What follows belongs to an exercise in optimizing a design on an open flow for small area and a short achievable clock period; a production flow would make more cautious choices.
In this exercise RTL edits were held to simulation tests only and were not proved equivalent to the original.
Power and IR drop assume default switching activity.

==> run a: inputs <==
// stream_fifo
module stream_fifo #(
  parameter int WIDTH = 16,
  parameter int DEPTH = 256
) (
  input  logic                       clock,
  input  logic                       reset,
  input  logic [WIDTH-1:0]           in_data,
  input  logic                       in_valid,
  output logic                       in_ready,
  output logic [WIDTH-1:0]           out_data,
  output logic                       out_valid,
  input  logic                       out_ready,
  output logic [$clog2(DEPTH):0]     count,
  output logic                       full,
  output logic                       empty
);
clock: 5.0 ns
lec_check: 0
abc_clock_period_in_ps: 2000
cap_margin: 20
core_margin: 2
core_utilization: 40
cts_cluster_diameter: 80
cts_cluster_size: 28
setup_slack_margin: 2.5
slew_margin: 20
run.sh (not shown) runs the stock make flow with config.mk's settings and CLKGATE_MAP_FILE= SYNTH_SCRIPT=/design/flow/synth_recipe.tcl, a recipe that flattens the netlist after the stock synthesis.
==> run b: changes against run a <==
==> flow/design.v (replaced) <==
package stream_fifo_pkg;
  localparam int PHASE_BITS = 4;
endpackage
module stream_fifo #(
  parameter int WIDTH = 16,
  parameter int DEPTH = 256
) (
  input  logic                       clock,
  input  logic                       reset,
  input  logic [WIDTH-1:0]           in_data,
  input  logic                       in_valid,
  output logic                       in_ready,
  output logic [WIDTH-1:0]           out_data,
  output logic                       out_valid,
  input  logic                       out_ready,
  output logic [$clog2(DEPTH):0]     count,
  output logic                       full,
  output logic                       empty
);
  localparam int AW    = $clog2(DEPTH);
  localparam int CW    = AW + 1;
  localparam int PW    = stream_fifo_pkg::PHASE_BITS;
  localparam int NPH   = 1 << PW;
  localparam int LW    = AW - PW;
  localparam int NLOOP = (DEPTH >> PW) - 1;
  logic [PW-1:0]        ph_b;       
  logic [NPH-1:0]       ph_oh;
  logic                 v1;         
  logic [WIDTH-1:0]     p1d;
  logic [AW-1:0]        tw_b;       
  logic [NPH-1:0]       tw_oh;
  logic [AW-1:0]        rh_b;       
  logic [NPH-1:0]       rh_oh;
  logic                 n_lt, n_eq, n_gt;   
  logic                 n_small;            
  logic [LW-1:0]        tw_l, rh_l;         
  logic [NPH*WIDTH-1:0] wd;         
  logic [NPH-1:0]       wv;
  logic [NPH*WIDTH-1:0] rd;         
  logic [NPH-1:0]       rv;         
  logic [NPH-1:0]       sv;         
  logic [WIDTH-1:0]     inj_q;      
  logic [NLOOP-1:0]     inj_sel;    
  logic [NLOOP-1:0]     cap_sel;    
  logic                 fwd_q;      
  logic [WIDTH-1:0]     hq;
  logic                 hv;
  logic                 full_q, empty_q, rdy_q;
  logic [CW-1:0]        cnt_q;
  logic [NLOOP*WIDTH-1:0] tap1;
  genvar gb;
  generate
    for (gb = 0; gb < NLOOP; gb++) begin : g_loop
      logic [NPH*WIDTH-1:0] sh;
      always_ff @(posedge clock) begin
        if (inj_sel[gb])
          sh <= {inj_q, sh[NPH*WIDTH-1:WIDTH]};
        else
          sh <= {sh[WIDTH-1:0], sh[NPH*WIDTH-1:WIDTH]};
      end
      assign tap1[gb*WIDTH +: WIDTH] = sh[2*WIDTH-1:WIDTH];
    end
  endgenerate
  function automatic logic [NPH-1:0] rotl(input logic [NPH-1:0] x, input int k);
    logic [2*NPH-1:0] y;
    y = {x, x} << k;
    rotl = y[2*NPH-1:NPH];
  endfunction
  function automatic logic [WIDTH-1:0] pick_w(input logic [NPH*WIDTH-1:0] v,
                                              input logic [NPH-1:0] oh);
    logic [WIDTH-1:0] acc;
    acc = '0;
    for (int i = 0; i < NPH; i++)
      acc = acc | (v[i*WIDTH +: WIDTH] & {WIDTH{oh[i]}});
    pick_w = acc;
  endfunction
  function automatic logic [NPH-1:0] therm(input logic [NPH-1:0] oh);
    logic [NPH-1:0] t;
    t[0] = oh[0];
    for (int i = 1; i < NPH; i++)
      t[i] = t[i-1] | oh[i];
    therm = t;
  endfunction
  function automatic logic [NLOOP-1:0] rotl_l(input logic [NLOOP-1:0] x, input int k);
    logic [2*NLOOP-1:0] y;
    y = {x, x} << k;
    rotl_l = y[2*NLOOP-1:NLOOP];
  endfunction
  function automatic logic [NLOOP-1:0] dec_loop(input logic [LW-1:0] l);
    dec_loop = NLOOP'(1) << l;
  endfunction
  logic             accept, pop, avail, mv, byp, spec, cap_we;
  logic             lt_n, eq_n, gt_n;
  logic [NPH-1:0]   c_oh;                
  logic [WIDTH-1:0] mv_data, cap_data, tap_data, stg_data;
  assign accept = in_valid && rdy_q;
  assign pop    = hv && out_ready;
  logic [AW-1:0] nst;
  assign nst  = tw_b - rh_b;
  assign lt_n = n_lt;
  assign eq_n = n_eq;
  assign gt_n = n_gt;
  assign avail   = |(rh_oh & rv);
  assign mv      = avail && (!hv || out_ready);
  assign mv_data = pick_w(rd, rh_oh);
  assign byp     = v1 && (lt_n || (eq_n && mv));
  assign c_oh = rotl(ph_oh, 1);
  always_comb begin
    tap_data = '0;
    for (int b = 0; b < NLOOP; b++)
      tap_data = tap_data | (tap1[b*WIDTH +: WIDTH] & {WIDTH{cap_sel[b]}});
  end
  assign stg_data = pick_w(wd, c_oh);
  assign cap_data = fwd_q ? stg_data : tap_data;
  assign spec   = |(c_oh & rh_oh & rv);
  assign cap_we = spec ? (mv && gt_n) : |(c_oh & sv & ~rv);
  logic [PW-1:0]    ph1, ph2, tws;
  logic [NPH-1:0]   i_oh, k_oh;
  logic             i_wr, i_pend;
  logic [WIDTH-1:0] i_data;
  logic [NLOOP-1:0] rhi_oh, twhi_oh, r1hi_oh, sel0, sel1, inj_nx, c_pl;
  logic             h0, h1, c0, c1, ge_c;
  logic [NPH-1:0]   r1_oh;
  assign ph1     = ph_b + PW'(1);
  assign ph2     = ph_b + PW'(2);
  assign tws     = tw_b[PW-1:0];
  assign i_oh    = rotl(ph_oh, 1);
  assign k_oh    = rotl(ph_oh, 2);
  assign rhi_oh  = dec_loop(rh_l);
  assign twhi_oh = dec_loop(tw_l);
  assign i_wr   = v1 && |(i_oh & tw_oh);
  assign i_pend = i_wr || |(i_oh & wv);
  assign i_data = i_wr ? p1d : pick_w(wd, i_oh);
  assign ge_c   = |(i_oh & therm(tw_oh));    
  assign inj_nx = (i_wr || !ge_c) ? twhi_oh : rotl_l(twhi_oh, NLOOP - 1);
  assign h0      = |(k_oh & (rv | (tw_oh & {NPH{v1 && lt_n}})));
  assign h1      = |(k_oh & (rv | (tw_oh & {NPH{v1 && (lt_n || eq_n)}})));
  assign r1_oh   = rotl(rh_oh, 1);
  assign c0      = !(|(k_oh & therm(rh_oh))) || (|(k_oh & rh_oh) && h0);
  assign sel0    = c0 ? rotl_l(rhi_oh, 1) : rhi_oh;
  assign r1hi_oh = r1_oh[0] ? rotl_l(rhi_oh, 1) : rhi_oh;
  assign c1      = !(|(k_oh & therm(r1_oh))) || (|(k_oh & r1_oh) && h1);
  assign sel1    = c1 ? rotl_l(r1hi_oh, 1) : r1hi_oh;
  assign c_pl  = ge_c ? rotl_l(twhi_oh, NLOOP - 1) : twhi_oh;
  assign fwd_q = |(c_oh & wv) && |(cap_sel & c_pl) && n_small;
  always_ff @(posedge clock) begin
    p1d   <= in_data;
    inj_q <= i_data;
    if (mv)
      hq <= mv_data;
    for (int i = 0; i < NPH; i++) begin
      if (v1 && tw_oh[i])
        wd[i*WIDTH +: WIDTH] <= p1d;
      if (byp && tw_oh[i])
        rd[i*WIDTH +: WIDTH] <= p1d;
      else if (cap_we && c_oh[i])
        rd[i*WIDTH +: WIDTH] <= cap_data;
    end
  end
  always_ff @(posedge clock) begin
    if (reset) begin
      ph_b    <= '0;
      ph_oh   <= NPH'(1);
      v1      <= 1'b0;
      tw_b    <= '0;
      tw_oh   <= NPH'(1);
      rh_b    <= '0;
      rh_oh   <= NPH'(1);
      n_lt    <= 1'b1;
      n_small <= 1'b1;
      tw_l    <= '0;
      rh_l    <= '0;
      n_eq    <= 1'b0;
      n_gt    <= 1'b0;
      wv      <= '0;
      rv      <= '0;
      sv      <= '0;
      inj_sel <= '0;
      cap_sel <= '0;
      hv      <= 1'b0;
      cnt_q   <= '0;
      full_q  <= 1'b0;
      empty_q <= 1'b1;
      rdy_q   <= 1'b1;
    end else begin
      ph_b  <= ph1;
      ph_oh <= rotl(ph_oh, 1);
      v1    <= accept;
      if (v1) begin
        tw_b  <= tw_b + AW'(1);
        tw_oh <= rotl(tw_oh, 1);
      end
      if (mv) begin
        rh_b  <= rh_b + AW'(1);
        rh_oh <= rotl(rh_oh, 1);
      end
      if (v1 && tw_oh[NPH-1])
        tw_l <= (tw_l == LW'(NLOOP - 1)) ? '0 : tw_l + LW'(1);
      if (mv && rh_oh[NPH-1])
        rh_l <= (rh_l == LW'(NLOOP - 1)) ? '0 : rh_l + LW'(1);
      if (mv && !v1)
        n_small <= nst < AW'(DEPTH / 2 + 1);
      else if (v1 && !mv)
        n_small <= nst < AW'(DEPTH / 2 - 1);
      if (mv && !v1) begin
        n_lt <= nst < AW'(NPH + 1);
        n_eq <= nst == AW'(NPH + 1);
        n_gt <= nst > AW'(NPH + 1);
      end else if (v1 && !mv) begin
        n_lt <= nst < AW'(NPH - 1);
        n_eq <= nst == AW'(NPH - 1);
        n_gt <= nst > AW'(NPH - 1);
      end
      for (int i = 0; i < NPH; i++) begin
        if (v1 && tw_oh[i])
          wv[i] <= 1'b1;
        else if (ph_oh[i])
          wv[i] <= 1'b0;
        if (byp && tw_oh[i]) begin
          rv[i] <= 1'b1;
          sv[i] <= 1'b1;
        end else if (cap_we && c_oh[i]) begin
          rv[i] <= 1'b1;
          sv[i] <= 1'b1;
        end else if (mv && rh_oh[i]) begin
          rv[i] <= 1'b0;
          sv[i] <= gt_n;
        end
      end
      inj_sel <= i_pend ? inj_nx : '0;
      cap_sel <= mv ? sel1 : sel0;
      hv      <= mv || (hv && !out_ready);
      cnt_q   <= pop ? (accept ? cnt_q : cnt_q - CW'(1)) : (accept ? cnt_q + CW'(1) : cnt_q);
      full_q  <= (cnt_q == CW'(DEPTH - 1) && accept && !pop) || (full_q && !pop);
      rdy_q   <= !((cnt_q == CW'(DEPTH - 1) && accept && !pop) || (full_q && !pop));
      empty_q <= (cnt_q == CW'(1) && pop && !accept) || (empty_q && !accept);
    end
  end
  assign in_ready  = rdy_q;
  assign full      = full_q;
  assign empty     = empty_q;
  assign count     = cnt_q;
  assign out_valid = hv;
  assign out_data  = hq;
endmodule
==> run c: changes against run a <==
==> flow/design.v (replaced) <==
package stream_fifo_pkg;
  localparam int PHASE_BITS = 3;
endpackage
module stream_fifo #(
  parameter int WIDTH = 16,
  parameter int DEPTH = 256
) (
  input  logic                       clock,
  input  logic                       reset,
  input  logic [WIDTH-1:0]           in_data,
  input  logic                       in_valid,
  output logic                       in_ready,
  output logic [WIDTH-1:0]           out_data,
  output logic                       out_valid,
  input  logic                       out_ready,
  output logic [$clog2(DEPTH):0]     count,
  output logic                       full,
  output logic                       empty
);
  localparam int AW    = $clog2(DEPTH);
  localparam int CW    = AW + 1;
  localparam int PW    = stream_fifo_pkg::PHASE_BITS;
  localparam int NPH   = 1 << PW;
  localparam int LW    = AW - PW;
  localparam int NLOOP = (DEPTH >> PW) - 1;
  logic [PW-1:0]        ph_b;       
  logic [NPH-1:0]       ph_oh;
  logic                 v1;         
  logic [WIDTH-1:0]     p1d;
  logic [AW-1:0]        tw_b;       
  logic [NPH-1:0]       tw_oh;
  logic [AW-1:0]        rh_b;       
  logic [NPH-1:0]       rh_oh;
  logic                 n_lt, n_eq, n_gt;   
  logic                 n_small;            
  logic [LW-1:0]        tw_l, rh_l;         
  logic [NPH*WIDTH-1:0] wd;         
  logic [NPH-1:0]       wv;
  logic [NPH*WIDTH-1:0] rd;         
  logic [NPH-1:0]       rv;         
  logic [NPH-1:0]       sv;         
  logic [WIDTH-1:0]     inj_q;      
  logic [NLOOP-1:0]     inj_sel;    
  logic [NLOOP-1:0]     cap_sel;    
  logic                 fwd_q;      
  logic [WIDTH-1:0]     hq;
  logic                 hv;
  logic                 full_q, empty_q, rdy_q;
  logic [CW-1:0]        cnt_q;
  logic [NLOOP*WIDTH-1:0] tap1;
  genvar gb;
  generate
    for (gb = 0; gb < NLOOP; gb++) begin : g_loop
      logic [NPH*WIDTH-1:0] sh;
      always_ff @(posedge clock) begin
        if (inj_sel[gb])
          sh <= {inj_q, sh[NPH*WIDTH-1:WIDTH]};
        else
          sh <= {sh[WIDTH-1:0], sh[NPH*WIDTH-1:WIDTH]};
      end
      assign tap1[gb*WIDTH +: WIDTH] = sh[2*WIDTH-1:WIDTH];
    end
  endgenerate
  function automatic logic [NPH-1:0] rotl(input logic [NPH-1:0] x, input int k);
    logic [2*NPH-1:0] y;
    y = {x, x} << k;
    rotl = y[2*NPH-1:NPH];
  endfunction
  function automatic logic [WIDTH-1:0] pick_w(input logic [NPH*WIDTH-1:0] v,
                                              input logic [NPH-1:0] oh);
    logic [WIDTH-1:0] acc;
    acc = '0;
    for (int i = 0; i < NPH; i++)
      acc = acc | (v[i*WIDTH +: WIDTH] & {WIDTH{oh[i]}});
    pick_w = acc;
  endfunction
  function automatic logic [NPH-1:0] therm(input logic [NPH-1:0] oh);
    logic [NPH-1:0] t;
    t[0] = oh[0];
    for (int i = 1; i < NPH; i++)
      t[i] = t[i-1] | oh[i];
    therm = t;
  endfunction
  function automatic logic [NLOOP-1:0] rotl_l(input logic [NLOOP-1:0] x, input int k);
    logic [2*NLOOP-1:0] y;
    y = {x, x} << k;
    rotl_l = y[2*NLOOP-1:NLOOP];
  endfunction
  function automatic logic [NLOOP-1:0] dec_loop(input logic [LW-1:0] l);
    dec_loop = NLOOP'(1) << l;
  endfunction
  logic             accept, pop, avail, mv, byp, spec, cap_we;
  logic             lt_n, eq_n, gt_n;
  logic [NPH-1:0]   c_oh;                
  logic [WIDTH-1:0] mv_data, cap_data, tap_data, stg_data;
  assign accept = in_valid && rdy_q;
  assign pop    = hv && out_ready;
  logic [AW-1:0] nst;
  assign nst  = tw_b - rh_b;
  assign lt_n = n_lt;
  assign eq_n = n_eq;
  assign gt_n = n_gt;
  assign avail   = |(rh_oh & rv);
  assign mv      = avail && (!hv || out_ready);
  assign mv_data = pick_w(rd, rh_oh);
  assign byp     = v1 && (lt_n || (eq_n && mv));
  assign c_oh = rotl(ph_oh, 1);
  always_comb begin
    tap_data = '0;
    for (int b = 0; b < NLOOP; b++)
      tap_data = tap_data | (tap1[b*WIDTH +: WIDTH] & {WIDTH{cap_sel[b]}});
  end
  assign stg_data = pick_w(wd, c_oh);
  assign cap_data = fwd_q ? stg_data : tap_data;
  assign spec   = |(c_oh & rh_oh & rv);
  assign cap_we = spec ? (mv && gt_n) : |(c_oh & sv & ~rv);
  logic [PW-1:0]    ph1, ph2, tws;
  logic [NPH-1:0]   i_oh, k_oh;
  logic             i_wr, i_pend;
  logic [WIDTH-1:0] i_data;
  logic [NLOOP-1:0] rhi_oh, twhi_oh, r1hi_oh, sel0, sel1, inj_nx, c_pl;
  logic             h0, h1, c0, c1, ge_c;
  logic [NPH-1:0]   r1_oh;
  assign ph1     = ph_b + PW'(1);
  assign ph2     = ph_b + PW'(2);
  assign tws     = tw_b[PW-1:0];
  assign i_oh    = rotl(ph_oh, 1);
  assign k_oh    = rotl(ph_oh, 2);
  assign rhi_oh  = dec_loop(rh_l);
  assign twhi_oh = dec_loop(tw_l);
  assign i_wr   = v1 && |(i_oh & tw_oh);
  assign i_pend = i_wr || |(i_oh & wv);
  assign i_data = i_wr ? p1d : pick_w(wd, i_oh);
  assign ge_c   = |(i_oh & therm(tw_oh));    
  assign inj_nx = (i_wr || !ge_c) ? twhi_oh : rotl_l(twhi_oh, NLOOP - 1);
  assign h0      = |(k_oh & (rv | (tw_oh & {NPH{v1 && lt_n}})));
  assign h1      = |(k_oh & (rv | (tw_oh & {NPH{v1 && (lt_n || eq_n)}})));
  assign r1_oh   = rotl(rh_oh, 1);
  assign c0      = !(|(k_oh & therm(rh_oh))) || (|(k_oh & rh_oh) && h0);
  assign sel0    = c0 ? rotl_l(rhi_oh, 1) : rhi_oh;
  assign r1hi_oh = r1_oh[0] ? rotl_l(rhi_oh, 1) : rhi_oh;
  assign c1      = !(|(k_oh & therm(r1_oh))) || (|(k_oh & r1_oh) && h1);
  assign sel1    = c1 ? rotl_l(r1hi_oh, 1) : r1hi_oh;
  assign c_pl  = ge_c ? rotl_l(twhi_oh, NLOOP - 1) : twhi_oh;
  assign fwd_q = |(c_oh & wv) && |(cap_sel & c_pl) && n_small;
  always_ff @(posedge clock) begin
    p1d   <= in_data;
    inj_q <= i_data;
    if (mv)
      hq <= mv_data;
    for (int i = 0; i < NPH; i++) begin
      if (v1 && tw_oh[i])
        wd[i*WIDTH +: WIDTH] <= p1d;
      if (byp && tw_oh[i])
        rd[i*WIDTH +: WIDTH] <= p1d;
      else if (cap_we && c_oh[i])
        rd[i*WIDTH +: WIDTH] <= cap_data;
    end
  end
  always_ff @(posedge clock) begin
    if (reset) begin
      ph_b    <= '0;
      ph_oh   <= NPH'(1);
      v1      <= 1'b0;
      tw_b    <= '0;
      tw_oh   <= NPH'(1);
      rh_b    <= '0;
      rh_oh   <= NPH'(1);
      n_lt    <= 1'b1;
      n_small <= 1'b1;
      tw_l    <= '0;
      rh_l    <= '0;
      n_eq    <= 1'b0;
      n_gt    <= 1'b0;
      wv      <= '0;
      rv      <= '0;
      sv      <= '0;
      inj_sel <= '0;
      cap_sel <= '0;
      hv      <= 1'b0;
      cnt_q   <= '0;
      full_q  <= 1'b0;
      empty_q <= 1'b1;
      rdy_q   <= 1'b1;
    end else begin
      ph_b  <= ph1;
      ph_oh <= rotl(ph_oh, 1);
      v1    <= accept;
      if (v1) begin
        tw_b  <= tw_b + AW'(1);
        tw_oh <= rotl(tw_oh, 1);
      end
      if (mv) begin
        rh_b  <= rh_b + AW'(1);
        rh_oh <= rotl(rh_oh, 1);
      end
      if (v1 && tw_oh[NPH-1])
        tw_l <= (tw_l == LW'(NLOOP - 1)) ? '0 : tw_l + LW'(1);
      if (mv && rh_oh[NPH-1])
        rh_l <= (rh_l == LW'(NLOOP - 1)) ? '0 : rh_l + LW'(1);
      if (mv && !v1)
        n_small <= nst < AW'(DEPTH / 2 + 1);
      else if (v1 && !mv)
        n_small <= nst < AW'(DEPTH / 2 - 1);
      if (mv && !v1) begin
        n_lt <= nst < AW'(NPH + 1);
        n_eq <= nst == AW'(NPH + 1);
        n_gt <= nst > AW'(NPH + 1);
      end else if (v1 && !mv) begin
        n_lt <= nst < AW'(NPH - 1);
        n_eq <= nst == AW'(NPH - 1);
        n_gt <= nst > AW'(NPH - 1);
      end
      for (int i = 0; i < NPH; i++) begin
        if (v1 && tw_oh[i])
          wv[i] <= 1'b1;
        else if (ph_oh[i])
          wv[i] <= 1'b0;
        if (byp && tw_oh[i]) begin
          rv[i] <= 1'b1;
          sv[i] <= 1'b1;
        end else if (cap_we && c_oh[i]) begin
          rv[i] <= 1'b1;
          sv[i] <= 1'b1;
        end else if (mv && rh_oh[i]) begin
          rv[i] <= 1'b0;
          sv[i] <= gt_n;
        end
      end
      inj_sel <= i_pend ? inj_nx : '0;
      cap_sel <= mv ? sel1 : sel0;
      hv      <= mv || (hv && !out_ready);
      cnt_q   <= pop ? (accept ? cnt_q : cnt_q - CW'(1)) : (accept ? cnt_q + CW'(1) : cnt_q);
      full_q  <= (cnt_q == CW'(DEPTH - 1) && accept && !pop) || (full_q && !pop);
      rdy_q   <= !((cnt_q == CW'(DEPTH - 1) && accept && !pop) || (full_q && !pop));
      empty_q <= (cnt_q == CW'(1) && pop && !accept) || (empty_q && !accept);
    end
  end
  assign in_ready  = rdy_q;
  assign full      = full_q;
  assign empty     = empty_q;
  assign count     = cnt_q;
  assign out_valid = hv;
  assign out_data  = hq;
endmodule
==> run d: changes against run a <==
--- a/flow/design.v
+++ b/flow/design.v
@@ -29,17 +29,16 @@
   logic [WIDTH-1:0]     p1d;
   logic [AW-1:0]        tw_b;       
   logic [NPH-1:0]       tw_oh;
   logic [AW-1:0]        rh_b;       
   logic [NPH-1:0]       rh_oh;
   logic                 big;                
   logic                 dl_0, dl_1;         
   logic                 tge_q, seq_q;       
-  logic                 gec_q, gek_q;       
   logic [LW-1:0]        tw_l, rh_l;         
   logic [LW-1:0]        dl;                 
   logic [NPH*WIDTH-1:0] wd;         
   logic [NPH-1:0]       wv;
   logic [NPH*WIDTH-1:0] rd;         
   logic [NPH-1:0]       rv;         
   logic [NPH-1:0]       sv;         
   logic [WIDTH-1:0]     inj_q;      
@@ -134,28 +133,28 @@
   assign tws     = tw_b[PW-1:0];
   assign i_oh    = rotl(ph_oh, 1);
   assign k_oh    = rotl(ph_oh, 2);
   assign rhi_oh  = dec_loop(rh_l);
   assign twhi_oh = dec_loop(tw_l);
   assign i_wr   = v1 && |(i_oh & tw_oh);
   assign i_pend = i_wr || |(i_oh & wv);
   assign i_data = i_wr ? p1d : pick_w(wd, i_oh);
-  assign ge_c   = gec_q;                    
+  assign ge_c   = |(i_oh & therm(tw_oh));    
   assign inj_nx = (i_wr || !ge_c) ? twhi_oh : rotl_l(twhi_oh, NLOOP - 1);
   assign h0      = |(k_oh & (rv | (tw_oh & {NPH{v1 && lt_n}})));
   assign h1      = |(k_oh & (rv | (tw_oh & {NPH{v1 && (lt_n || eq_n)}})));
   assign r1_oh   = rotl(rh_oh, 1);
   assign c0      = !(|(k_oh & therm(rh_oh))) || (|(k_oh & rh_oh) && h0);
   assign c1      = !(|(k_oh & therm(r1_oh))) || (|(k_oh & r1_oh) && h1);
   assign rot1    = rotl_l(rhi_oh, 1);
   assign rot2    = rotl_l(rhi_oh, 2);
   assign sel0    = c0 ? rot1 : rhi_oh;
   assign sel1    = (r1_oh[0] && c1) ? rot2 : (r1_oh[0] || c1) ? rot1 : rhi_oh;
-  assign ge_k  = gek_q;                     
+  assign ge_k  = |(k_oh & therm(tw_oh));    
   assign k_wr  = v1 && |(k_oh & tw_oh);
   assign k_pnd = k_wr || |(k_oh & wv);
   assign kd    = !k_wr && ge_k;
   assign m0    = kd ? (dl == LW'(1)) : (dl == LW'(0));
   assign m1    = kd ? (dl == LW'(2)) : (dl == LW'(1));
   assign m2    = kd ? (dl == LW'(3)) : (dl == LW'(2));
   assign fwd0  = k_pnd && n_small && (c0 ? m1 : m0);
   assign fwd1  = k_pnd && n_small &&
@@ -180,18 +179,16 @@
       v1      <= 1'b0;
       tw_b    <= '0;
       tw_oh   <= NPH'(1);
       rh_b    <= '0;
       rh_oh   <= NPH'(1);
       big     <= 1'b0;
       dl_0    <= 1'b1;
       tge_q   <= 1'b1;
-      gec_q   <= 1'b1;
-      gek_q   <= 1'b1;
       seq_q   <= 1'b1;
       dl_1    <= 1'b0;
       tw_l    <= '0;
       dl      <= '0;
       rh_l    <= '0;
       wv      <= '0;
       rv      <= '0;
       sv      <= '0;
@@ -214,18 +211,16 @@
       if (mv) begin
         rh_b  <= rh_b + AW'(1);
         rh_oh <= rotl(rh_oh, 1);
       end
       if (v1 && tw_oh[NPH-1])
         tw_l <= (tw_l == LW'(NLOOP - 1)) ? '0 : tw_l + LW'(1);
       if (mv && rh_oh[NPH-1])
         rh_l <= (rh_l == LW'(NLOOP - 1)) ? '0 : rh_l + LW'(1);
-      gec_q <= |(rotl(ph_oh, 2) & therm(tw_n_oh));
-      gek_q <= |(rotl(ph_oh, 3) & therm(tw_n_oh));
       if (mv) begin
         tge_q <= |(tw_n_oh & therm(rotl(rh_oh, 1)));
         seq_q <= |(tw_n_oh & rotl(rh_oh, 1));
       end else begin
         tge_q <= |(tw_n_oh & therm(rh_oh));
         seq_q <= |(tw_n_oh & rh_oh);
       end
       if ((v1 && tw_oh[NPH-1]) && !(mv && rh_oh[NPH-1])) begin
==> results.txt <==
# TYPE chip_impl_metric gauge
chip_impl_info{name="outcome",value="no timing/DRC/antenna violations"} 1
chip_impl_metric{name="n_fill_cell",unit=""} 23900
chip_impl_metric{name="yosys.area_share.simple",unit=""} 0.02348
chip_impl_metric{name="syn-cell-area",unit="mm^2"} 0.1128
chip_impl_metric{name="timing.critical_path.arrival",unit="ps"} 4230
chip_impl_metric{name="skew",unit="ps"} 98.50
chip_impl_metric{name="clock_area_frac",unit=""} 0.04591
chip_impl_metric{name="via_count",unit=""} 51600
chip_impl_metric{name="place_ws",unit="ps"} 930.1
chip_impl_metric{name="layout.clock_buffers",unit=""} 219
chip_impl_metric{name="num_rows",unit=""} 194
chip_impl_metric{name="yosys_register_bits",unit=""} 4568
chip_impl_metric{name="final.signal_inverter_count",unit=""} 73
chip_impl_metric{name="postSynthCellCount",unit=""} 6781
chip_impl_metric{name="drt-wirelength-per-cell",unit="um"} 22.61
chip_impl_metric{name="postSynthNetCount",unit=""} 6820
-- figures above: run b

==> results.txt <==
# TYPE chip_impl_metric gauge
chip_impl_metric{name="layout.clock_buffers",unit=""} 200
chip_impl_metric{name="syn-mean-instance-area",unit="um^2"} 16.39
chip_impl_info{name="outcome",value="no timing/DRC/antenna violations"} 1
chip_impl_metric{name="final.signal_inverter_count",unit=""} 41
chip_impl_metric{name="via_count",unit=""} 49600
chip_impl_metric{name="place_ws",unit="ps"} 1014
chip_impl_metric{name="drt-wirelength-per-cell",unit="um"} 23.64
chip_impl_metric{name="yosys_register_bits",unit=""} 4419
chip_impl_metric{name="clock_area_frac",unit=""} 0.04269
chip_impl_metric{name="postSynthNetCount",unit=""} 6639
chip_impl_metric{name="n_fill_cell",unit=""} 22850
chip_impl_metric{name="power",unit="uW"} 54290
chip_impl_metric{name="syn-cell-area",unit="mm^2"} 0.1081
chip_impl_metric{name="drt_pass1_iterations",unit=""} 5
-- figures above: run a

==> results.txt <==
# TYPE chip_impl_metric gauge
chip_impl_metric{name="worst_ir_drop_vdd",unit="uV"} 300.1
chip_impl_metric{name="syn-cell-area",unit="mm^2"} 0.1117
chip_impl_metric{name="yosys_register_bits",unit=""} 4426
chip_impl_metric{name="cts_repair_resized_insts",unit=""} 432
chip_impl_metric{name="postSynthNetCount",unit=""} 7484
chip_impl_metric{name="cts.clk_slew.worst_paths",unit="ps"} 100
chip_impl_metric{name="final.signal_inverter_count",unit=""} 45
chip_impl_metric{name="place_ws",unit="ps"} 950.4
chip_impl_metric{name="n_fill_cell",unit=""} 24320
chip_impl_info{name="outcome",value="no timing/DRC/antenna violations"} 1
chip_impl_metric{name="skew",unit="ps"} 47.12
chip_impl_metric{name="layout.clock_buffers",unit=""} 206
chip_impl_metric{name="num_rows",unit=""} 194
chip_impl_metric{name="drt-wirelength-per-cell",unit="um"} 24.02
chip_impl_metric{name="area.sequential",unit="mm^2"} 0.09147
chip_impl_metric{name="timing.critical_path.arrival",unit="ps"} 4080
chip_impl_metric{name="yosys.area_share.simple",unit=""} 0.04296
-- figures above: run c

==> results.txt <==
# TYPE chip_impl_metric gauge
chip_impl_metric{name="clock_area_frac",unit=""} 0.04329
chip_impl_metric{name="place_ws",unit="ps"} 1024
chip_impl_metric{name="n_fill_cell",unit=""} 23150
chip_impl_metric{name="drt-wirelength-per-cell",unit="um"} 23.64
chip_impl_metric{name="layout.clock_buffers",unit=""} 196
chip_impl_metric{name="final.signal_inverter_count",unit=""} 45
chip_impl_metric{name="skew",unit="ps"} 45.19
chip_impl_metric{name="postSynthCellCount",unit=""} 6565
chip_impl_metric{name="postSynthNetCount",unit=""} 6607
chip_impl_info{name="outcome",value="no timing/DRC/antenna violations"} 1
-- figures above: run d

[re-timing with driven ports]
In the flow no input, the clock included, has a driving cell. The finished layouts below were timed again as built, in two steps.
Step 1 (the two cells are an assumption about what drives the block):
set clk [get_ports {clock}]
set_driving_cell -lib_cell sky130_fd_sc_hd__clkbuf_16 $clk
set_driving_cell -lib_cell sky130_fd_sc_hd__buf_2 [delete_from_list [all_inputs] $clk]
Step 2 also shifts input and output timing later by t, the mid clock arrival at the registers, as if the neighbouring blocks saw the same clock.
a / b / c = no drivers / after step 1 / after step 2; a / b = the first two.
run | t, ns | setup WS [ns] | worst slew at a driven data input, ns
run a | 0.954 | 2.255 / 2.255 / 1.781 | 0.08
run b | 0.959 | 1.403 / 1.403 / 1.312 | 0.04
run c | 0.974 | 1.562 / 1.562 / 1.466 | 0.05
run d | 0.939 | 2.218 / 2.218 / 1.642 | 0.06
After both steps every run listed still meets setup and hold. The setup slack of run d, which loses most, moves by 0.000 ns with the drivers and by -0.576 ns with both steps.
